Background: an optimization exercise with open tools, aiming at small area and a short achievable clock period. Do not read the settings as production practice.
RTL that was checked went through simulation tests only; none was proved equivalent to the original.
Power figures rest on the tool's default switching activity, not on a simulated workload.

==> flow/design.v (excerpt) <==
module vc_dds_top
(
  input  logic                    clk_user_bufg,
  input  logic                    rst_glb,
  input  logic                    cfg_wr,           
  input  logic [85:0]             cfg,              
  output logic [16-1:0] sample,           
  output logic                    sample_valid,
  output logic [10-1:0]    dac_fsc           
);
Settings: LEC_CHECK=0, CAP_MARGIN=20, CORE_MARGIN=2, CORE_UTILIZATION=60, CTS_CLUSTER_DIAMETER=100, CTS_CLUSTER_SIZE=25, PLACE_DENSITY=0.75, SETUP_SLACK_MARGIN=3.3, SLEW_MARGIN=20; clock period 5.5 ns.
standard.sh (not shown) runs the stock make flow with config.mk's settings and CLKGATE_MAP_FILE= SYNTH_SCRIPT=/design/flow/synth_recipe.tcl, a recipe that flattens the netlist after the stock synthesis.
==> flow/flow/run.sh <==
#!/bin/bash
# Standard ORFS layout, except that the port buffers are the smallest plain
# buffer instead of the default delay-buffer cell. Each tool's output is kept
# by ORFS under orfs/logs/; make's own output goes to flow_make.log.
set -euo pipefail
export BUFFER_PORTS_ARGS="-buffer_cell sky130_fd_sc_hd__buf_1"
bash standard.sh finish > flow_make.log 2>&1
Change:
- CORE_UTILIZATION: 60 -> 72
- PLACE_DENSITY: 0.75 -> 0.85
Sequential power barely changes.
Final cell count decreases by 5.1%.
Worst setup slack is worse by 0.064 ns.
Design area shrinks by 0.65%.
Core utilization went up by 14 points.
Synthesized cell count is unchanged.
First-iteration DRC count goes down by 7.5%.
Power came out higher by 2.4%.
Die area is lower by 16%.
Synthesized area does not change.

========
Another version of the RTL of vc_dds_top (not shown whole).
For scale: about 340 flip-flops, about 120 I/O pins, ~20000 um^2 of cells after synthesis.
export LEC_CHECK = 0
export CAP_MARGIN = 20
export CORE_MARGIN = 2
export CORE_UTILIZATION = 40
export SETUP_SLACK_MARGIN = 2.7
export SLEW_MARGIN = 20
create_clock -name core_clock -period 5.5 [get_ports {clk_user_bufg}]
Scripts as last shown in full above: flow/flow/run.sh
The starting point ran to the end with no violations.
Change:
- SETUP_SLACK_MARGIN: 2.7 -> 3.2
Sequential share of layout area shrinks by 3.4 points.
Wire length grows by 15%.
Design area grows by 11%.
Critical path depth grows by 3.
Die area is unchanged.
Total power grows by 10%.
Core utilization grows by 5.2 points.
Clock power stays flat.
Synthesized cell count does not change.
Hold slack gets worse by 0.012 ns.
Fmax grows by 8.1%.
Function was not checked in any run of this note: the RTL went through the layout flow alone.

========
Another version of the RTL of vc_dds_top (not shown whole).
Size: about 1500 cells after synthesis, about 330 flip-flops, ~120 I/O pins.
==> flow/design.v (excerpt) <==
module vc_dds_top
(
  input  logic                    clk_user_bufg,
  input  logic                    rst_glb,
  input  logic                    cfg_wr,           
  input  logic [85:0]             cfg,              
  output logic [16-1:0] sample,           
  output logic                    sample_valid,
  output logic [10-1:0]    dac_fsc           
);
  vc_dds_pkg::vc_cfg_t             cfg_s;
  logic                            tri_en;
  logic                            saw_en;
  logic [32-1:0]          freq_word;
  logic [16-1:0]         amp;
  logic [16-1:0]         dc_offset;
  logic [32/2:0]          phase_top;       
  logic [16-1:0]         shape;
  logic                            written_q;       
  logic [3:0]                      valid_q;
  assign cfg_s = cfg;
  vc_dds_cfg_reg u_cfg_reg (
    .clk_user_bufg (clk_user_bufg),
    .rst_glb       (rst_glb),
  ...
clock: 5.5 ns
lec_check: 0
cap_margin: 20
core_margin: 2
core_utilization: 40
cts_cluster_diameter: 100
cts_cluster_size: 25
setup_slack_margin: 3.3
slew_margin: 20
Scripts as last shown in full above: flow/flow/run.sh
The starting point produced a clean layout.
Change:
--- a/flow/config.mk
+++ b/flow/config.mk
@@ -10 +10 @@
-export CORE_UTILIZATION = 40
+export CORE_UTILIZATION = 60
@@ -13 +13,2 @@
-export SETUP_SLACK_MARGIN = 3.3
+export PLACE_DENSITY = 0.75
+export SETUP_SLACK_MARGIN = 3.2
After rerunning:
- The new run produced a clean layout
- setup slack improves by 0.041 ns
- via count goes up slightly
- routed wire length shrinks by a little under a tenth
- die area came out lower by a quarter to a third
- fmax rises slightly
- synthesized area does not change
Change:
--- a/flow/config.mk
+++ b/flow/config.mk
@@ -10 +10 @@
-export CORE_UTILIZATION = 60
+export CORE_UTILIZATION = 40
@@ -13,2 +13 @@
-export PLACE_DENSITY = 0.75
-export SETUP_SLACK_MARGIN = 3.2
+export SETUP_SLACK_MARGIN = 3.1
=>
- The new run produced a clean layout
- combinational power decreases slightly
- final cell count increases by a little under a tenth
- final area increases slightly
- fmax decreases by a few percent
Change:
--- a/flow/config.mk
+++ b/flow/config.mk
@@ -10 +10 @@
-export CORE_UTILIZATION = 40
+export CORE_UTILIZATION = 60
@@ -13 +13,2 @@
-export SETUP_SLACK_MARGIN = 3.1
+export PLACE_DENSITY = 0.75
+export SETUP_SLACK_MARGIN = 3.2
@@ -14,0 +16 @@
+export TNS_END_PERCENT = 10
What happened: Sequential cell count is unchanged; area after synthesis stays the same; worst setup slack gets better by 0.0074 ns; total power is about the same; clock skew goes up by 0.015 ns; sequential power barely changes; worst hold slack gets better by 0.0035 ns; clock power goes down by a few percent.
Change:
--- a/flow/config.mk
+++ b/flow/config.mk
@@ -14 +14 @@
-export SETUP_SLACK_MARGIN = 3.2
+export SETUP_SLACK_MARGIN = 3.35
@@ -16 +15,0 @@
-export TNS_END_PERCENT = 10
After rerunning: Wire length rises by 2.7%. Synthesized cell count stays the same. Worst hold slack got worse by 0.0083 ns. Critical path depth rises by 2. Power rises by 3.5%. Cell area rises by 3.0%. Die area does not change.
Change:
--- a/flow/config.mk
+++ b/flow/config.mk
@@ -14 +14 @@
-export SETUP_SLACK_MARGIN = 3.35
+export SETUP_SLACK_MARGIN = 3.1
Worst setup slack gets worse by 0.039 ns. Synthesized area stays the same. Final area drops by 3.1%. Die area stays the same. Worst hold slack gets better by 0.0084 ns. Cell count drops by 1.1%. Power drops by 3.3%. Core utilization drops by 2.1 points. Wire length drops by 2.3%.

========
vc_dds_top, a different RTL version from the one above (not shown whole).
Size in the first run: ~17000 sq um of cells after synthesis.
==> flow/config.mk <==
export PLATFORM = sky130hd
export DESIGN_NAME = vc_dds_top
export DESIGN_NICKNAME = vc_dds_top
export VERILOG_FILES = /design/flow/design.v
export SDC_FILE = /design/flow/constraint.sdc
export NUM_CORES = 4
export LEC_CHECK = 0
export CAP_MARGIN = 20
export CORE_MARGIN = 2
export CORE_UTILIZATION = 40
export SETUP_SLACK_MARGIN = 2.9
export SLEW_MARGIN = 20
==> flow/constraint.sdc <==
create_clock -name core_clock -period 5.5 [get_ports {clk_user_bufg}]
set_input_delay 1.1000 -clock core_clock [delete_from_list [all_inputs] [get_ports {clk_user_bufg}]]
set_output_delay 1.1000 -clock core_clock [all_outputs]
set_load 0.01 [all_outputs]
run.sh (not shown) runs the stock make flow with config.mk's settings and CLKGATE_MAP_FILE= SYNTH_SCRIPT=/design/flow/synth_recipe.tcl, a recipe that flattens the netlist after the stock synthesis.
Stock flow here: none of the scripts above is used.
Edit:
SETUP_SLACK_MARGIN = 1.5   (was 2.9)
What happened: Non-clock buffer count is lower by 117; power fell by 15%; cell area came out lower by 11%; setup slack got worse by 0.43 ns; via count drops by 8.1%; routed wire length falls by 15%; global-route usage came out lower by 2.4 points.
Edit:
CTS_BUF_LIST = sky130_fd_sc_hd__clkbuf_4 sky130_fd_sc_hd__clkbuf_8   (was unset)
SETUP_SLACK_MARGIN = 2.9   (was 1.5)
After rerunning: Wire length increases by 16%; setup slack improves by 0.49 ns; clock skew decreases by 0.0040 ns; via count increases by 11%; core utilization increases by 5.7 points.
Edit:
==> flow/flow/run.sh (new file) <==
#!/bin/bash
# Standard ORFS layout, except that the port buffers are the smallest plain
# buffer instead of the default delay-buffer cell. Each tool's output is kept
# by ORFS under orfs/logs/; make's own output goes to flow_make.log.
set -euo pipefail
export BUFFER_PORTS_ARGS="-buffer_cell sky130_fd_sc_hd__buf_1"
bash standard.sh finish > flow_make.log 2>&1
==> flow/standard.sh (new file) <==
#!/bin/bash
# synth_recipe.tcl (not shown) runs the flow's synth.tcl, then flattens the netlist and writes it again
# the make line also repeats each setting of config.mk as NAME=value (left out here)
make -C /OpenROAD-flow-scripts/flow DESIGN_CONFIG=/design/flow/config.mk WORK_HOME=/design/flow/orfs CLKGATE_MAP_FILE= SYNTH_SCRIPT=/design/flow/synth_recipe.tcl "${@:-finish}"
CTS_BUF_LIST = unset   (was sky130_fd_sc_hd__clkbuf_4 sky130_fd_sc_hd__clkbuf_8)
removed: flow/run.sh
After rerunning: Sequential share of layout area came out higher by 0.75 points; wire length went down by 0.98%; worst setup slack barely changes.
No run of this note included a check of the RTL's function; only the layout flow was run.

-- what the ideal ports hide --
The flow's constraints put no driver on any port. The routed layouts listed below were extracted and timed again, unchanged, in two steps. Step 1, drivers: a clkbuf_16 drives clk_user_bufg and a buf_2 each remaining input, both assumed. Step 2, shift: input delay + t, output delay - t, t = (earliest + latest rising clock arrival at the registers) / 2. This alone moves slack from input paths to output paths. Slacks: ideal / step 1 / step 2; pairs: ideal / step 1.
run	t, ns	setup slack, ns	worst hold slack (ns)
the first run of note 1	0.561	3.255 / 3.206 / 2.823	0.346 / 0.346 / 0.346
the second run of note 1	0.544	3.192 / 3.178 / 2.911	0.347 / 0.347 / 0.347
the first run of note 2	0.605	2.830 / 2.830 / 2.630	0.330 / 0.330 / 0.330
the second run of note 2	0.614	3.029 / 3.029 / 2.871	0.318 / 0.318 / 0.318
the first run of note 3	0.563	3.190 / 3.138 / 2.861	0.349 / 0.349 / 0.349
the second run of note 3	0.558	3.231 / 3.178 / 2.824	0.346 / 0.346 / 0.346
the third run of note 3	0.561	3.170 / 3.131 / 2.877	0.345 / 0.345 / 0.345
the fourth run of note 3	0.559	3.177 / 3.126 / 2.823	0.348 / 0.348 / 0.348
the fifth run of note 3	0.551	3.214 / 3.162 / 2.878	0.340 / 0.340 / 0.340
the sixth run of note 3	0.558	3.175 / 3.125 / 2.818	0.348 / 0.348 / 0.348
the first run of note 4	0.593	2.399 / 2.399 / 2.399	0.324 / 0.324 / 0.324
the second run of note 4	0.593	1.965 / 1.965 / 1.965	0.322 / 0.322 / 0.322
the third run of note 4	0.675	2.450 / 2.450 / 2.450	0.324 / 0.324 / 0.324
the fourth run of note 4	0.585	2.448 / 2.448 / 2.448	0.322 / 0.322 / 0.322
After both steps setup and hold are still met in every run listed. For the first run of note 1, which loses most, drivers alone change the setup slack by -0.049 ns; drivers and shift together by -0.432 ns.
